From an optimization exercise on the open Yosys and OpenROAD flow, aimed at small area; shortcuts taken in it are not production practice.
Function was checked by simulation only, so behaviour that the tests miss may differ from the original.
Power figures rest on the tool's default switching activity, not on a simulated workload.

==> inputs of job 5610 <==
==> flow/design.v <==
module reg_file_dump #(
    parameter int DATA_W   = 64,
    parameter int NUM_REGS = 32
) (
    input  logic              Clk,
    input  logic              Reset_n,
    input  logic [4:0]        ReadSelect1,
    input  logic [4:0]        ReadSelect2,
    input  logic [4:0]        WriteSelect,
    input  logic              RegWrite,
    input  logic [DATA_W-1:0] WriteData,
    output logic [DATA_W-1:0] ReadData1,
    output logic [DATA_W-1:0] ReadData2,
    input  logic              DumpReq,
    input  logic              DumpReady,
    output logic              DumpValid,
    output logic [4:0]        DumpIndex,
    output logic [DATA_W-1:0] DumpData,
    output logic              DumpBusy
);
    localparam int NR = NUM_REGS - 1;    
    logic [NR-1:0][DATA_W-1:0] regs;
    logic          wr;
    logic [NR-1:0] wen;
    logic [NR-1:0] hold;
    assign wr = RegWrite && Reset_n;
    for (genvar i = 0; i < NR; i++) begin : g_wdec
        assign wen[i]  = wr && (WriteSelect == i);
        assign hold[i] = Reset_n && !wen[i];
    end
    for (genvar i = 0; i < NR; i++) begin : g_row
        always_ff @(posedge Clk)
            regs[i] <= (WriteData & {DATA_W{wen[i]}}) | (regs[i] & {DATA_W{hold[i]}});
    end
    function automatic logic [DATA_W-1:0] view_oh(
        input logic [4:0]                  sel,
        input logic                        w,
        input logic [4:0]                  wsel,
        input logic [NR-1:0]               we,
        input logic [DATA_W-1:0]           wdata,
        input logic [NR-1:0][DATA_W-1:0]   r
    );
        logic              byp;
        logic [DATA_W-1:0] acc;
        byp = w && (wsel == sel) && (sel != 5'd31);
        acc = byp ? wdata : '0;
        for (int i = 0; i < NR; i++)
            acc = acc | (r[i] & {DATA_W{(sel == i) && !we[i]}});
        view_oh = acc;
    endfunction
    assign ReadData1 = view_oh(ReadSelect1, wr, WriteSelect, wen, WriteData, regs);
    assign ReadData2 = view_oh(ReadSelect2, wr, WriteSelect, wen, WriteData, regs);
    logic       busy;
    logic       last;
    logic       load;
    logic [4:0] load_idx;
    assign last      = (DumpIndex == 5'd31);
    assign load      = busy ? (DumpReady && !last) : DumpReq;
    assign load_idx  = busy ? DumpIndex + 5'd1 : 5'd0;
    assign DumpBusy  = busy;
    assign DumpValid = busy;
    always_ff @(posedge Clk) begin
        if (!Reset_n)
            busy <= 1'b0;
        else if (busy ? (DumpReady && last) : DumpReq)
            busy <= !busy;
    end
    always_ff @(posedge Clk) begin
        if (load)
            DumpIndex <= load_idx;
    end
    always_ff @(posedge Clk)
        DumpData <= view_oh(load_idx, wr && load, WriteSelect, wen | {NR{!load}}, WriteData, regs)
                    | (DumpData & {DATA_W{!load}});
endmodule
==> flow/flow/run.sh <==
#!/bin/bash
# Own flow: the standard synthesis, then its combinational logic replaced by a
# hand-mapped netlist (flow/gen.py) that keeps every flip-flop of the standard
# synthesis (same instance names and cell types); then the standard layout,
# with minimum-size port buffers, small clock buffers, no CTS dummy
# loads, and less of met1/met2 given to the global router.
set -euo pipefail
R=orfs/results/$FLOW_PLATFORM/reg_file_dump/base
bash standard.sh synth > std_synth.log 2>&1
cp "$R/1_2_yosys.v" std_1_2_yosys.v
python3 flow/gen.py std_1_2_yosys.v gen_1_2_yosys.v > gen.log 2>&1
cp gen_1_2_yosys.v "$R/1_2_yosys.v"
rm -f "$R/1_synth.odb" "$R/1_synth.sdc"
bash standard.sh \
  "FASTROUTE_TCL=$PWD/flow/fastroute.tcl" \
  "BUFFER_PORTS_ARGS=-buffer_cell sky130_fd_sc_hd__buf_1" \
  "CTS_ARGS=-sink_clustering_enable -repair_clock_nets -dont_use_dummy_load -buf_list sky130_fd_sc_hd__clkbuf_8 -sink_clustering_size 16 -sink_clustering_max_diameter 60" \
  finish > std_finish.log 2>&1
==> flow/flow/fastroute.tcl <==
# Global routing layers as the platform sets them, with less of met1 and met2
# offered to the global router so that detailed routing has room for pin
# access on the dense read-mux cells.
set_global_routing_layer_adjustment $::env(MIN_ROUTING_LAYER)-$::env(MAX_ROUTING_LAYER) 0.2
set_global_routing_layer_adjustment met1 0.5
set_global_routing_layer_adjustment met2 0.35

set_routing_layers -clock $::env(MIN_CLK_ROUTING_LAYER)-$::env(MAX_ROUTING_LAYER)
set_routing_layers -signal $::env(MIN_ROUTING_LAYER)-$::env(MAX_ROUTING_LAYER)
==> flow/flow/gen.py <==
#!/usr/bin/env python3
"""Hand-mapped sky130hd netlist of reg_file_dump (rtl/reg_file_dump.sv).

usage: gen.py REF_NETLIST OUT_NETLIST

REF_NETLIST is the standard synthesis (1_2_yosys.v) of the same RTL. Every
flip-flop here carries the instance name and cell type that the standard
synthesis gives it; the script checks that, and stops if they differ.

Structure (per the RTL):
  row i (0..30), bit b:   D = (wen_i & WriteData[b]) | (hold_i & Q)   a22o
  read port / dump bit:   one-hot AND-OR over 31 rows + bypass term:
                          10 a222oi + 1 a22oi -> nand4, nand4, nand3 -> or3
"""
import re
import sys

W = 64
NR = 31

cells = []          # (type, name, {pin: net})
wires = []
_n = [0]


def net():
    _n[0] += 1
    w = f"n{_n[0]}"
    wires.append(w)
    return w


def cell(typ, pins, name=None, out=None):
    """Instantiate sky130_fd_sc_hd__typ. If out is a pin name and pins lacks
    it, a fresh net is made for it and returned."""
    if name is None:
        name = f"g{len(cells)}"
    if out is not None and out not in pins:
        pins[out] = net()
    cells.append((typ, name, dict(pins)))
    return pins.get(out) if out else None


def inv(a):
    return cell("inv_1", {"A": a}, out="Y")


def and2(a, b, s="1"):
    return cell(f"and2_{s}", {"A": a, "B": b}, out="X")


def and3(a, b, c, s="1"):
    return cell(f"and3_{s}", {"A": a, "B": b, "C": c}, out="X")


def and4(a, b, c, d, s="1"):
    return cell(f"and4_{s}", {"A": a, "B": b, "C": c, "D": d}, out="X")


def nand2(a, b):
    return cell("nand2_1", {"A": a, "B": b}, out="Y")


def nor2(a, b, s="1"):
    return cell(f"nor2_{s}", {"A": a, "B": b}, out="Y")


def xor2(a, b):
    return cell("xor2_1", {"A": a, "B": b}, out="X")


def xnor2(a, b):
    return cell("xnor2_1", {"A": a, "B": b}, out="Y")


def predecode(sel, sel_n, gate=None):
    """lo[j] = (sel[1:0] == j), hi[k] = (sel[4:2] == k) [& gate]."""
    lo = []
    for j in range(4):
        b0 = sel[0] if j & 1 else sel_n[0]
        b1 = sel[1] if j & 2 else sel_n[1]
        lo.append(and2(b0, b1, "2"))
    hi = []
    for k in range(8):
        b = [sel[2 + t] if (k >> t) & 1 else sel_n[2 + t] for t in range(3)]
        if gate is None:
            hi.append(and3(b[0], b[1], b[2], "2"))
        else:
            hi.append(and4(gate, b[0], b[1], b[2], "2"))
    return lo, hi


def equal5(a, b):
    x = [xnor2(a[t], b[t]) for t in range(5)]
    return x


def read_port(sel, enb, q, wd, wr, ws, outs, gate=None, extra=None):
    """outs[b] = view(sel) for each bit b (nets given). With gate, every
    select term is also gated by it; extra = (select, [data per bit]) adds
    one more AND-OR term."""
    sel_n = [inv(s) for s in sel]
    lo, hi = predecode(sel, sel_n, gate=gate)
    lines = []
    for i in range(NR):
        lines.append(and3(lo[i & 3], hi[i >> 2], enb[i], "4"))
    # bypass: wr & (ws == sel) & (sel != 31)
    x = equal5(sel, ws)
    not31 = cell("nand4_1", {"A": sel[1], "B": sel[2], "C": sel[3], "D": sel[4]}, out="Y")
    # sel != 31  <=>  !(sel0 & sel1..4)
    n31 = cell("nand2_1", {"A": sel[0], "B": inv(not31)}, out="Y")
    e1 = and4(x[0], x[1], x[2], x[3])
    byp = cell("and4_4", {"A": e1, "B": x[4], "C": n31, "D": wr}, out="X")
    terms = [(lines[i], i) for i in range(NR)] + [(byp, None)]
    if extra is not None:
        terms.append(extra)
    def dat(r, b):
        if r is None:
            return wd[b]
        if isinstance(r, list):
            return r[b]
        return q[r][b]

    for b in range(W):
        ys = []
        t = terms
        k = 0
        while k < len(t):
            grp = t[k:k + 3]
            if len(grp) == 3:
                p = {}
                for (s, r), (pa, pb) in zip(grp, (("A1", "A2"), ("B1", "B2"), ("C1", "C2"))):
                    p[pa] = s
                    p[pb] = dat(r, b)
                ys.append(cell("a222oi_1", p, out="Y"))
            else:
                p = {}
                for (s, r), (pa, pb) in zip(grp, (("A1", "A2"), ("B1", "B2"))):
                    p[pa] = s
                    p[pb] = dat(r, b)
                ys.append(cell("a22oi_1", p, out="Y"))
            k += 3
        assert len(ys) == 11
        o1 = cell("nand4_1", {"A": ys[0], "B": ys[1], "C": ys[2], "D": ys[3]}, out="Y")
        o2 = cell("nand4_1", {"A": ys[4], "B": ys[5], "C": ys[6], "D": ys[7]}, out="Y")
        o3 = cell("nand3_1", {"A": ys[8], "B": ys[9], "C": ys[10]}, out="Y")
        cell("or3_1", {"A": o1, "B": o2, "C": o3, "X": outs[b]})


def build():
    ws = [f"WriteSelect[{t}]" for t in range(5)]
    wd = [f"WriteData[{b}]" for b in range(W)]
    rs1 = [f"ReadSelect1[{t}]" for t in range(5)]
    rs2 = [f"ReadSelect2[{t}]" for t in range(5)]
    idx = [f"DumpIndex[{t}]" for t in range(5)]
    busy = "DumpBusy"

    rstb = inv("Reset_n")
    wr = and2("RegWrite", "Reset_n", "4")
    ws_n = [inv(s) for s in ws]
    lo, hiw = predecode(ws, ws_n, gate=wr)
    wen, enb, hold = [], [], []
    for i in range(NR):
        wen.append(and2(lo[i & 3], hiw[i >> 2], "4"))
        enb.append(nand2(lo[i & 3], hiw[i >> 2]))
        hold.append(nor2(wen[i], rstb, "4"))

    # storage
    q = [[f"q_{i}_{b}" for b in range(W)] for i in range(NR)]
    for i in range(NR):
        for b in range(W):
            wires.append(q[i][b])
            d = cell("a22o_1", {"A1": wen[i], "A2": wd[b], "B1": hold[i], "B2": q[i][b]}, out="X")
            cell("dfxtp_1", {"CLK": "Clk", "D": d, "Q": q[i][b]},
                 name=f"\\regs[{i * W + b}]$_DFF_P_ ")

    # read ports
    read_port(rs1, enb, q, wd, wr, ws, [f"ReadData1[{b}]" for b in range(W)])
    read_port(rs2, enb, q, wd, wr, ws, [f"ReadData2[{b}]" for b in range(W)])

    # dump control
    # last = &idx ; load = busy ? (DumpReady & !last) : DumpReq
    last = and4(idx[1], idx[2], idx[3], idx[4])
    last = and2(last, idx[0])
    nlast = inv(last)
    acc = and2("DumpReady", nlast)
    load = cell("mux2_1", {"A0": "DumpReq", "A1": acc, "S": busy}, out="X")
    # busy next = Reset_n & (busy ? !(DumpReady & last) : DumpReq)
    fin = nand2("DumpReady", last)
    bn = cell("mux2_1", {"A0": "DumpReq", "A1": fin, "S": busy}, out="X")
    bd = and2(bn, "Reset_n")
    cell("dfxtp_1", {"CLK": "Clk", "D": bd, "Q": busy}, name="\\busy$_SDFFE_PN0P_ ")
    cell("buf_1", {"A": busy, "X": "DumpValid"})
    # load_idx = busy ? idx + 1 : 0
    c1 = idx[0]
    c2 = and2(idx[0], idx[1])
    c3 = and3(idx[0], idx[1], idx[2])
    c4 = and4(idx[0], idx[1], idx[2], idx[3])
    inc = [inv(idx[0]), xor2(idx[1], c1), xor2(idx[2], c2), xor2(idx[3], c3), xor2(idx[4], c4)]
    li = [and2(inc[t], busy) for t in range(5)]
    for t in range(5):
        cell("edfxtp_1", {"CLK": "Clk", "D": li[t], "DE": load, "Q": idx[t]},
             name=f"\\DumpIndex[{t}]$_DFFE_PP_ ")
    # DumpData: the snapshot AND-OR, gated by load, plus a hold term
    dd = [net() for b in range(W)]
    nload = inv(load)
    wrl = and2(wr, load)
    read_port(li, enb, q, wd, wrl, ws, dd, gate=load,
              extra=(nload, [f"DumpData[{b}]" for b in range(W)]))
    for b in range(W):
        cell("dfxtp_1", {"CLK": "Clk", "D": dd[b], "Q": f"DumpData[{b}]"},
             name=f"\\DumpData[{b}]$_DFF_P_ ")


HEADER = """module reg_file_dump(Clk, Reset_n, ReadSelect1, ReadSelect2, WriteSelect, RegWrite, WriteData, ReadData1, ReadData2, DumpReq, DumpReady, DumpValid, DumpIndex, DumpData, DumpBusy);
  input Clk;
  input Reset_n;
  input [4:0] ReadSelect1;
  input [4:0] ReadSelect2;
  input [4:0] WriteSelect;
  input RegWrite;
  input [63:0] WriteData;
  output [63:0] ReadData1;
  output [63:0] ReadData2;
  input DumpReq;
  input DumpReady;
  output DumpValid;
  output [4:0] DumpIndex;
  output [63:0] DumpData;
  output DumpBusy;
  wire Clk;
  wire Reset_n;
  wire [4:0] ReadSelect1;
  wire [4:0] ReadSelect2;
  wire [4:0] WriteSelect;
  wire RegWrite;
  wire [63:0] WriteData;
  wire [63:0] ReadData1;
  wire [63:0] ReadData2;
  wire DumpReq;
  wire DumpReady;
  wire DumpValid;
  wire [4:0] DumpIndex;
  wire [63:0] DumpData;
  wire DumpBusy;
"""


def ref_flops(path):
    t = open(path).read()
    out = {}
    for typ, name in re.findall(r"sky130_fd_sc_hd__(\w*df\w*)\s+(\\\S+ |\S+)\s*\(", t):
        out[name.strip()] = re.sub(r"_\d+$", "", typ)
    return out


def main():
    ref, dst = sys.argv[1], sys.argv[2]
    build()
    mine = {n.strip(): re.sub(r"_\d+$", "", t) for t, n, _ in cells if "df" in t}
    want = ref_flops(ref)
    if mine != want:
        a = set(mine.items()) - set(want.items())
        b = set(want.items()) - set(mine.items())
        sys.exit(f"flip-flops differ from the standard synthesis: extra {sorted(a)[:5]} missing {sorted(b)[:5]}")
    with open(dst, "w") as f:
        f.write(HEADER)
        for w in wires:
            f.write(f"  wire {w};\n")
        for typ, name, pins in cells:
            conns = ", ".join(f".{p}({n})" for p, n in pins.items())
            f.write(f"  sky130_fd_sc_hd__{typ} {name} ({conns});\n")
        f.write("endmodule\n")
    area = {}
    print(f"{len(cells)} cells, {len(mine)} flip-flops")


if __name__ == "__main__":
    main()
==> flow/standard.sh <==
#!/bin/bash
# synth_recipe.tcl (not shown) runs the flow's synth.tcl, then flattens the netlist and writes it again
# the make line also repeats each setting of config.mk as NAME=value (left out here)
make -C /OpenROAD-flow-scripts/flow DESIGN_CONFIG=/design/flow/config.mk WORK_HOME=/design/flow/orfs CLKGATE_MAP_FILE= SYNTH_SCRIPT=/design/flow/synth_recipe.tcl "${@:-finish}"
==> flow/config.mk <==
export PLATFORM = sky130hd
export DESIGN_NAME = reg_file_dump
export DESIGN_NICKNAME = reg_file_dump
export VERILOG_FILES = /design/flow/design.v
export SDC_FILE = /design/flow/constraint.sdc
export NUM_CORES = 4
export LEC_CHECK = 0
export CAP_MARGIN = 20
export CELL_PAD_IN_SITES_DETAIL_PLACEMENT = 1
export CELL_PAD_IN_SITES_GLOBAL_PLACEMENT = 1
export CORE_MARGIN = 2
export CORE_UTILIZATION = 40
export GPL_TIMING_DRIVEN = 0
export PLACE_DENSITY = 0.55
export SETUP_SLACK_MARGIN = 0.1
export SLEW_MARGIN = 20
==> flow/constraint.sdc <==
create_clock -name core_clock -period 7.0 [get_ports {Clk}]
set_input_delay 1.4000 -clock core_clock [delete_from_list [all_inputs] [get_ports {Clk}]]
set_output_delay 1.4000 -clock core_clock [all_outputs]
set_load 0.01 [all_outputs]
==> inputs of job 1958, as changes to job 5610 <==
--- a/flow/config.mk
+++ b/flow/config.mk
@@ -10,7 +10,6 @@
 export CELL_PAD_IN_SITES_GLOBAL_PLACEMENT = 1
 export CORE_MARGIN = 2
 export CORE_UTILIZATION = 40
-export GPL_TIMING_DRIVEN = 0
 export PLACE_DENSITY = 0.55
 export SETUP_SLACK_MARGIN = 0.1
 export SLEW_MARGIN = 20
==> qor summary <==
Result of the run: job 1958 timing/DRC/antenna clean; job 5610 timing/DRC/antenna clean
Instance count on the critical path: job 1958 9; job 5610 11
Worst slew slack as a fraction of its limit: job 1958 0.180; job 5610 0.271
Routed wire length on met3: job 1958 111000 um; job 5610 127000 um
Total of plain and repair buffers excluding clock buffers: job 1958 656; job 5610 678
Critical path buffer and inverter count: job 1958 3; job 5610 4
Actual transition at the worst max-transition pin: job 1958 1.23 ns; job 5610 1.09 ns
Worst hold slack after final layout: job 1958 0.533 ns; job 5610 0.532 ns
All-layer global routing usage: job 1958 0.634; job 5610 0.679
Switching power as a share of total power: job 1958 0.286; job 5610 0.290
Detailed-route via count: job 1958 100643; job 5610 104386
Final weighted congestion in routability-driven placement: job 1958 1.03; job 5610 0.894
Largest net degree at the start of global routing: job 1958 65; job 5610 35
Global-route met2 utilization: job 1958 0.768; job 5610 0.799
Multi-input logic portion of the cell area: job 1958 0.465; job 5610 0.438
Share of power burned in combinational logic: job 1958 0.081; job 5610 0.096

## port drivers added, routing unchanged
How much do the figures lean on ideal ports? The routed layouts below were timed once more, with nothing changed but the port constraints.
Step 1, drivers: a clkbuf_16 drives Clk and a buf_2 each remaining input, both assumed.
Step 2 also shifts input and output timing later by t, the mid clock arrival at the registers, as if the neighbouring blocks saw the same clock.
Slacks: no drivers / after step 1 / after step 2; pairs: no drivers / after step 1.
run | t (ns) | setup slack, ns | worst hold slack (ns) | pins driven straight from the clock port
job 5610 | 1.141 | 0.111 / 0.077 / 0.077 | 0.532 / 0.532 / 0.532 | 1
job 1958 | 1.102 | 0.518 / 0.494 / 0.494 | 0.533 / 0.533 / 0.533 | 1
After both steps every run listed still meets setup and hold. The setup slack of job 5610, which loses most, moves by -0.034 ns with the drivers and by -0.034 ns with both steps.
